What follows belongs to an exercise in optimizing a design on an open flow for small area and a short achievable clock period; a production flow would make more cautious choices.
Only simulation tests tie the RTL to the original design; equivalence was not proved.
Power figures rest on the tool's default switching activity, not on a simulated workload.

File: flow/config.mk
export PLATFORM = sky130hd
export DESIGN_NAME = sorted_priority_queue_unit
export DESIGN_NICKNAME = sorted_priority_queue_unit
export VERILOG_FILES = /design/flow/design.v
export SDC_FILE = /design/flow/constraint.sdc
export NUM_CORES = 4
export LEC_CHECK = 0
export CAP_MARGIN = 20
export CORE_MARGIN = 2
export CORE_UTILIZATION = 40
export SLEW_MARGIN = 20
File: flow/constraint.sdc
create_clock -name core_clock -period 3.6 [get_ports {clk_i}]
set_input_delay 0.7200 -clock core_clock [delete_from_list [all_inputs] [get_ports {clk_i}]]
set_output_delay 0.7200 -clock core_clock [all_outputs]
set_load 0.01 [all_outputs]
File: flow/design.v
`default_nettype none
package spq_pkg;
  localparam logic FUNC_ENQ = 1'b0;
  localparam logic FUNC_DEQ = 1'b1;
  localparam logic [1:0] STATUS_OK        = 2'd0;
  localparam logic [1:0] STATUS_DEQ_EMPTY = 2'd1;
  localparam logic [1:0] STATUS_ENQ_FULL  = 2'd2;
  localparam int unsigned PRIO_W  = 16;
  localparam int unsigned TAG_W   = 16;
  localparam int unsigned FILL_W  = 5;
  typedef struct packed {
    logic enq;
    logic deq;
  } spq_ctrl_t;
endpackage
`default_nettype wire
`default_nettype none
module spq_cell
(
  input  wire logic              clk_i,
  input  wire spq_pkg::spq_ctrl_t         ctrl_i,
  input  wire logic              occ_i,
  input  wire logic [spq_pkg::PRIO_W-1:0] new_prio_i,
  input  wire logic [spq_pkg::TAG_W-1:0]  new_tag_i,
  input  wire logic              left_ins_i,
  input  wire logic [spq_pkg::PRIO_W-1:0] left_prio_i,
  input  wire logic [spq_pkg::TAG_W-1:0]  left_tag_i,
  input  wire logic [spq_pkg::PRIO_W-1:0] right_prio_i,
  input  wire logic [spq_pkg::TAG_W-1:0]  right_tag_i,
  output logic                   ins_o,
  output logic [spq_pkg::PRIO_W-1:0]      prio_o,
  output logic [spq_pkg::TAG_W-1:0]       tag_o
);
  logic [spq_pkg::PRIO_W-1:0] prio_q, prio_d;
  logic [spq_pkg::TAG_W-1:0]  tag_q, tag_d;
  assign ins_o = !occ_i || (prio_q < new_prio_i);
  always_comb begin
    prio_d = prio_q;
    tag_d  = tag_q;
    if (ctrl_i.enq) begin
      if (left_ins_i) begin
        prio_d = left_prio_i;
        tag_d  = left_tag_i;
      end else if (ins_o) begin
        prio_d = new_prio_i;
        tag_d  = new_tag_i;
      end
    end else if (ctrl_i.deq) begin
      prio_d = right_prio_i;
      tag_d  = right_tag_i;
    end
  end
  always_ff @(posedge clk_i) begin
    prio_q <= prio_d;
    tag_q  <= tag_d;
  end
  assign prio_o = prio_q;
  assign tag_o  = tag_q;
endmodule
`default_nettype wire
`default_nettype none
module sorted_priority_queue_unit
#(
  parameter int unsigned DEPTH = 16
) (
  input  wire logic              clk_i,
  input  wire logic              rst_ni,
  input  wire logic              req_valid_i,
  output logic                   req_stall_o,
  input  wire logic              func_i,
  input  wire logic [spq_pkg::PRIO_W-1:0] priority_req_i,
  input  wire logic [spq_pkg::TAG_W-1:0]  item_tag_i,
  output logic                   rsp_valid_o,
  input  wire logic              rsp_stall_i,
  output logic                   out_valid_o,
  output logic [spq_pkg::PRIO_W-1:0]      out_priority_o,
  output logic [spq_pkg::TAG_W-1:0]       out_tag_o,
  output logic [1:0]             status_o,
  output logic [spq_pkg::FILL_W-1:0]      fill_count_o,
  output logic                   is_empty_o
);
  localparam int unsigned CNT_W = $clog2(DEPTH + 1);
  logic [CNT_W-1:0] count_q, count_d;
  logic             accept, full, empty, is_deq;
  spq_pkg::spq_ctrl_t        ctrl;
  logic [spq_pkg::PRIO_W-1:0] cell_prio [DEPTH];
  logic [spq_pkg::TAG_W-1:0]  cell_tag  [DEPTH];
  logic [DEPTH-1:0]  cell_ins;
  logic                   rsp_valid_q;
  logic                   res_valid_q;
  logic [spq_pkg::PRIO_W-1:0]      res_prio_q;
  logic [spq_pkg::TAG_W-1:0]       res_tag_q;
  logic [1:0]             res_status_q, res_status_d;
  logic [spq_pkg::FILL_W-1:0]      res_fill_q;
  logic                   res_empty_q;
  logic [CNT_W+spq_pkg::FILL_W-1:0] fill_ext;
  assign req_stall_o = rsp_valid_q && rsp_stall_i;
  assign accept      = req_valid_i && !req_stall_o;
  assign is_deq      = (func_i == spq_pkg::FUNC_DEQ);
  assign full        = (count_q == CNT_W'(DEPTH));
  assign empty       = (count_q == '0);
  assign ctrl.enq    = accept && !is_deq && !full;
  assign ctrl.deq    = accept && is_deq && !empty;
  for (genvar i = 0; i < DEPTH; i++) begin : g_cell
    logic              left_ins;
    logic [spq_pkg::PRIO_W-1:0] left_prio, right_prio;
    logic [spq_pkg::TAG_W-1:0]  left_tag, right_tag;
    if (i == 0) begin : g_head
      assign left_ins  = 1'b0;
      assign left_prio = '0;
      assign left_tag  = '0;
    end else begin : g_body
      assign left_ins  = cell_ins[i-1];
      assign left_prio = cell_prio[i-1];
      assign left_tag  = cell_tag[i-1];
    end
    if (i == DEPTH - 1) begin : g_tail
      assign right_prio = '0;
      assign right_tag  = '0;
    end else begin : g_inner
      assign right_prio = cell_prio[i+1];
      assign right_tag  = cell_tag[i+1];
    end
    spq_cell u_cell (
      .clk_i        (clk_i),
      .ctrl_i       (ctrl),
      .occ_i        (CNT_W'(i) < count_q),
      .new_prio_i   (priority_req_i),
      .new_tag_i    (item_tag_i),
      .left_ins_i   (left_ins),
      .left_prio_i  (left_prio),
      .left_tag_i   (left_tag),
      .right_prio_i (right_prio),
      .right_tag_i  (right_tag),
      .ins_o        (cell_ins[i]),
      .prio_o       (cell_prio[i]),
      .tag_o        (cell_tag[i])
    );
  end
  always_comb begin
    count_d = count_q;
    if (ctrl.enq) begin
      count_d = count_q + 1'b1;
    end else if (ctrl.deq) begin
      count_d = count_q - 1'b1;
    end
  end
  always_ff @(posedge clk_i or negedge rst_ni) begin
    if (!rst_ni) begin
      count_q <= '0;
    end else begin
      count_q <= count_d;
    end
  end
  always_comb begin
    res_status_d = spq_pkg::STATUS_OK;
    if (accept && !is_deq && full) begin
      res_status_d = spq_pkg::STATUS_ENQ_FULL;
    end else if (accept && is_deq && empty) begin
      res_status_d = spq_pkg::STATUS_DEQ_EMPTY;
    end
  end
  assign fill_ext = {{spq_pkg::FILL_W{1'b0}}, count_d};
  always_ff @(posedge clk_i or negedge rst_ni) begin
    if (!rst_ni) begin
      rsp_valid_q <= 1'b0;
    end else if (accept) begin
      rsp_valid_q <= 1'b1;
    end else if (!rsp_stall_i) begin
      rsp_valid_q <= 1'b0;
    end
  end
  always_ff @(posedge clk_i) begin
    if (accept) begin
      res_valid_q  <= ctrl.deq;
      res_prio_q   <= ctrl.deq ? cell_prio[0] : '0;
      res_tag_q    <= ctrl.deq ? cell_tag[0] : '0;
      res_status_q <= res_status_d;
      res_fill_q   <= fill_ext[spq_pkg::FILL_W-1:0];
      res_empty_q  <= (count_d == '0);
    end
  end
  assign rsp_valid_o    = rsp_valid_q;
  assign out_valid_o    = res_valid_q;
  assign out_priority_o = res_prio_q;
  assign out_tag_o      = res_tag_q;
  assign status_o       = res_status_q;
  assign fill_count_o   = res_fill_q;
  assign is_empty_o     = res_empty_q;
endmodule
`default_nettype wire
File: flow/run.sh
#!/bin/bash
# synth_recipe.tcl (not shown) runs the flow's synth.tcl, then flattens the netlist and writes it again
# the make line also repeats each setting of config.mk as NAME=value (left out here)
make -C /OpenROAD-flow-scripts/flow DESIGN_CONFIG=/design/flow/config.mk WORK_HOME=/design/flow/orfs CLKGATE_MAP_FILE= SYNTH_SCRIPT=/design/flow/synth_recipe.tcl finish
==> results.txt <==
==> final cells by class <==
| class | count | area share, % |
|---|---|---|
| Inverter | 37 | 0.438 |
| Multi-Input combinational cell | 2422 | 41.0 |
| Clock inverter | 32 | 0.848 |
| Timing Repair Buffer | 348 | 9.50 |
| Sequential cell | 559 | 40.7 |
| Tap cell | 1144 | 3.48 |
| Clock buffer | 83 | 3.98 |
==> stage by stage <==
step                setup TNS [ps]  hold slack (ps)  power, mW  setup slack, ps  std cells
CTS                              0              265       24.3              328       4625
detailed placement         -192960              535       17.9             -342       4510
global route                     0              329       25.5              175       4625
finish                           0              302       24.2              294       4625
floorplan                    -3750              424       14.6            -59.5       3310
global placement           -189540              532       17.7             -374       4510
==> synthesized netlist by cell type, types with 12 or more instances <==
master     count
edfxtp_1     553
nand2_1      526
ha_1         244
mux2i_1      240
o21ai_0      221
a21oi_1      179
clkbuf_1     164
o211ai_1     146
nand4_1      113
buf_2         94
nand3_1       91
nor2_1        80
o21a_1        72
o31a_1        66
nand2b_1      61
nor3_1        61
and3_1        47
and2_1        38
inv_1         37
o2111ai_1     34
a21o_1        28
a211o_1       17
a31oi_1       17
buf_1         17
or3_1         17
o31ai_1       16
o22a_1        15
o21ai_1       12
==> how the worst min path moves through the flow <==
stage,start,to,slack [ps],cells after the start
finish,rst_ni,count_q[1]$_DFF_PN0_,300,1
global placement,g_cell[1].u_cell.tag_q[13]$_DFFE_PP_,g_cell[0].u_cell.tag_q[13]$_DFFE_PP_,530,2
detailed placement,g_cell[0].u_cell.tag_q[0]$_DFFE_PP_,res_tag_q[0]$_SDFFCE_PN0N_,530,1
global route,rst_ni,rsp_valid_q$_DFFE_PN0P_,330,1
floorplan,rst_ni,count_q[0]$_DFF_PN0_,420,0
CTS,rst_ni,count_q[1]$_DFF_PN0_,260,1
==> cells by family after synthesis <==
logic type / count (synthesis)
multiplexers: 240
buffers and inverters: 329
adder cells (fa/ha/maj): 244
XOR/XNOR: 4
AO/OA/AOI/OAI: 865
AND/OR/NAND/NOR: 1069
flip-flops: 559
==> metal layers <==
layer / vias up / global-route usage (%)
li1: 12800 / -
met1: 13400 / 30.2
met2: 732 / 39.5
met3: 152 / 2.15
met4: 2 / 6.12
met5: - / 0
==> registers in the layout, indices dropped and copies added (netlist names) <==
signal	count
count_q	5
res_status_q	2
res_tag_q	16
g_cell.u_cell.prio_q	256
rsp_valid_q	1
res_prio_q	16
res_empty_q	1
res_fill_q	5
res_valid_q	1
g_cell.u_cell.tag_q	256
==> cell usage in the layout, fill, tap and decap left out, types with 71 or more instances in the layout <==
cell type / instances
nand4_1: 113
edfxtp_1: 553
buf_4: 181
buf_12: 88
mux2i_1: 240
nor2_1: 77
o21ai_0: 215
clkdlybuf4s50_1: 79
o21a_1: 71
o211ai_1: 146
a21oi_1: 173
nand2_1: 526
nand3_1: 91
ha_1: 223
==> power by group through the flow <==
stage,Combinational [mW],Clock (mW),Sequential [mW]
finish,8.35,6.41,9.46
detailed placement,8.27,0,9.58
floorplan,5.40,0,9.18
CTS,8.31,6.54,9.46
global placement,8.14,0,9.59
global route,9.12,6.76,9.57
==> summary.md <==
| Metric | Value |
|---|---|
| Unrepaired setup endpoints after global routing | no |
| Setup crit start kind | input pin |
| Crit Reg-Reg Endpoint | g_cell[15].u_cell.tag_q[12]$_SDFFCE_PN0P_ |
| Post-Synth Simple-Gate Area | 14.6% |
| Most used cell, CP | buf_4 |
| Crit path time final | 3310 ps |
| Outcome | finished clean |
| GRT Residual Overflow | 0 |
| Worst path cell trace | clkdlybuf4s50_1 > clkinvlp_4 > buf_4 > buf_4 > ha_1 > a21oi_1 > o21ai_0 > a21oi_1 > buf_4 > o221ai_4 > buf_12 > a31oi_4 > buf_12 |
| Met1 Routed Length | 44.8 mm |
| Register area share after synthesis | 48.7% |
| Post-CTS sizing | 0 |
| Core region area | 85100 um^2 |
| Switching Fraction | 35.4% |
| Yosys Warn Count | 4 |
| Area post-placement | 39200 um^2 |
| VDD IR max | 0.344 mV |
| Combinational power share | 34.5% |
| Number of nets in the layout | 3710 |
| Synth Instances | 3310 |
| Post-synthesis adder-cell area fraction | 8.88% |
| Syn Area/Cell | 10.4 um^2 |
| Chip width | 297 um |
| Syn Nets | 3591 |
| PortBufs | 79 |
| Ys flop type | edfxtp_1 |
| CP top delay family | buffers and inverters |
| Worst Path Buf+Inv | 7 |
| Max incr delay on CP | 560 ps |
| Number of global-route vias before repair | 27100 |
| Per-cell routed wire length | 22.2 um |
| Clock skew | 36.3 ps |
| Lkg Pwr | 15.7 nW |
| Share of cells above drive strength 1 | 12.5% |
| Iter 0 DRT Violations | 2274 |
| Clock transition at path regs | 60 ps |
| Fraction of registers with async set/reset | 1.07% |
| Met2 wire len | 50.5 mm |
| Util after Layout | 48.3% |
| Cell depth of the worst flop-to-flop path | 7 |
| Clock root buffer | clkbuf_16 |
| Post-synth EDFFs | 553 |
| # clock sinks | 559 |
| Power Density | 588 nW/um^2 |
| Max cap viols | 0 |
| CP required | 3940 ps |
| Dpl hpwl | 74.9 mm |
| Psw | 8.57 mW |
| Starting Density | 40.4% |
| Multi-input logic area | 16900 um^2 |
| Endpoint class of the critical path | flop |
| Post-synth top area share | 48.3% |
| Fill cells | 7971 |
| CP max FO | 16 |
| Final period util | 91.8% |
| Hold_buf cts | 0 |
| Worst Hold Class | in2async |
| Metal3 WL | 4.40 mm |
| Largest area contributor in the netlist | edfxtp_1 |
| Slew @ Worst Pin | 1020 ps |
| CP Class | in2reg |
| Die ar. | 88300 um^2 |
| Antenna cells | 0 |
| GR Util All Layers | 22.7% |
| Row cnt | 107 |
| Largest family of logic cells by synthesized area | compound AO/OA/AOI/OAI gates |
| Sequential power share | 39.1% |
| First-pass GRT wire length | 160 mm |
| Clock Power Share | 26.5% |
| Max-slew violation count | 0 |
| Synth Area in Compound Gates | 16.5% |
| Syn-to-layout area delta | 19.7% |
| Initial antenna violation count | 1 |
| Largest net degree at the start of global routing | 131 |
| H-tree Lvls | 2 |
| Drt pass-1 iters | 5 |
| Register bit total from synthesis | 559 |
| Worst setup path end | g_cell[11].u_cell.prio_q[3]$_DFFE_PP_ |
| Mapped cell area | 34400 um^2 |
| R2R setup slack | 630 ps |
| Slew headroom | 31.8% |
| Hold Violations, Final | 0 |
| Final setup viols | 0 |
| Longest Clk Path Bufs | 3 |
| Setup crit start | priority_req_i[7] |
| Reg area | 16800 um^2 |
| Area contributors post-synth | edfxtp_1 48%, ha_1 8.9%, mux2i_1 7.0% |
| Worst EP arrival | 3650 ps |
| Total CTS buffers | 61 |
| Antenna-violating nets left | 0 |
| Via Count | 27100 |
| CTS tree | done |
| Clock latency (worst-skew pair) | 670 ps |
| # IOs | 80 |
| F_max | 0.302 GHz |
| Post-synth cell types | 60 |
| R2r startpoint | count_q[4]$_DFF_PN0_ |
| Placer Congestion | 0.876 |
| Post-synthesis xor/xnor area fraction | 0.102% |
| Post-synthesis mux area share | 6.99% |
| Cell-internal power | 15.7 mW |
| Die Ht | 297 um |
| Final Cell Area | 41200 um^2 |
| WP depth | 13 |
| Post-DR vias/cell | 5.85 |
| Total Wirelength | 103 mm |
| Highest metal used | met5 |
| Slowest-stage cell, CP | clkdlybuf4s50_1 |
| Post-CTS setup buffer count | 0 |
| DRC | 0 |

[separate check: timing with driven ports]
The results above use ideal ports. As a check the final layout listed here was re-extracted and re-timed, cells and wires unchanged.
Step 1, drivers: a clkbuf_16 drives clk_i and a buf_2 each remaining input, both assumed.
Step 2 times the ports against the registers' clock, not the clock port: input delays grow and output delays shrink by t, the midpoint of the rising clock arrivals with the driver on.
Three values: ideal, step 1, step 2; two values: the first two.
shift t [ns]: 0.716
setup slack, ns: 0.294 / 0.322 / -0.394
worst setup path at the end: input to register
latest minus earliest clock arrival (ns): 0.038 / 0.039
Met with ideal ports but missed after step 2: setup timing in this run. The setup slack of this run moves by +0.028 ns with the drivers and by -0.688 ns with both steps.
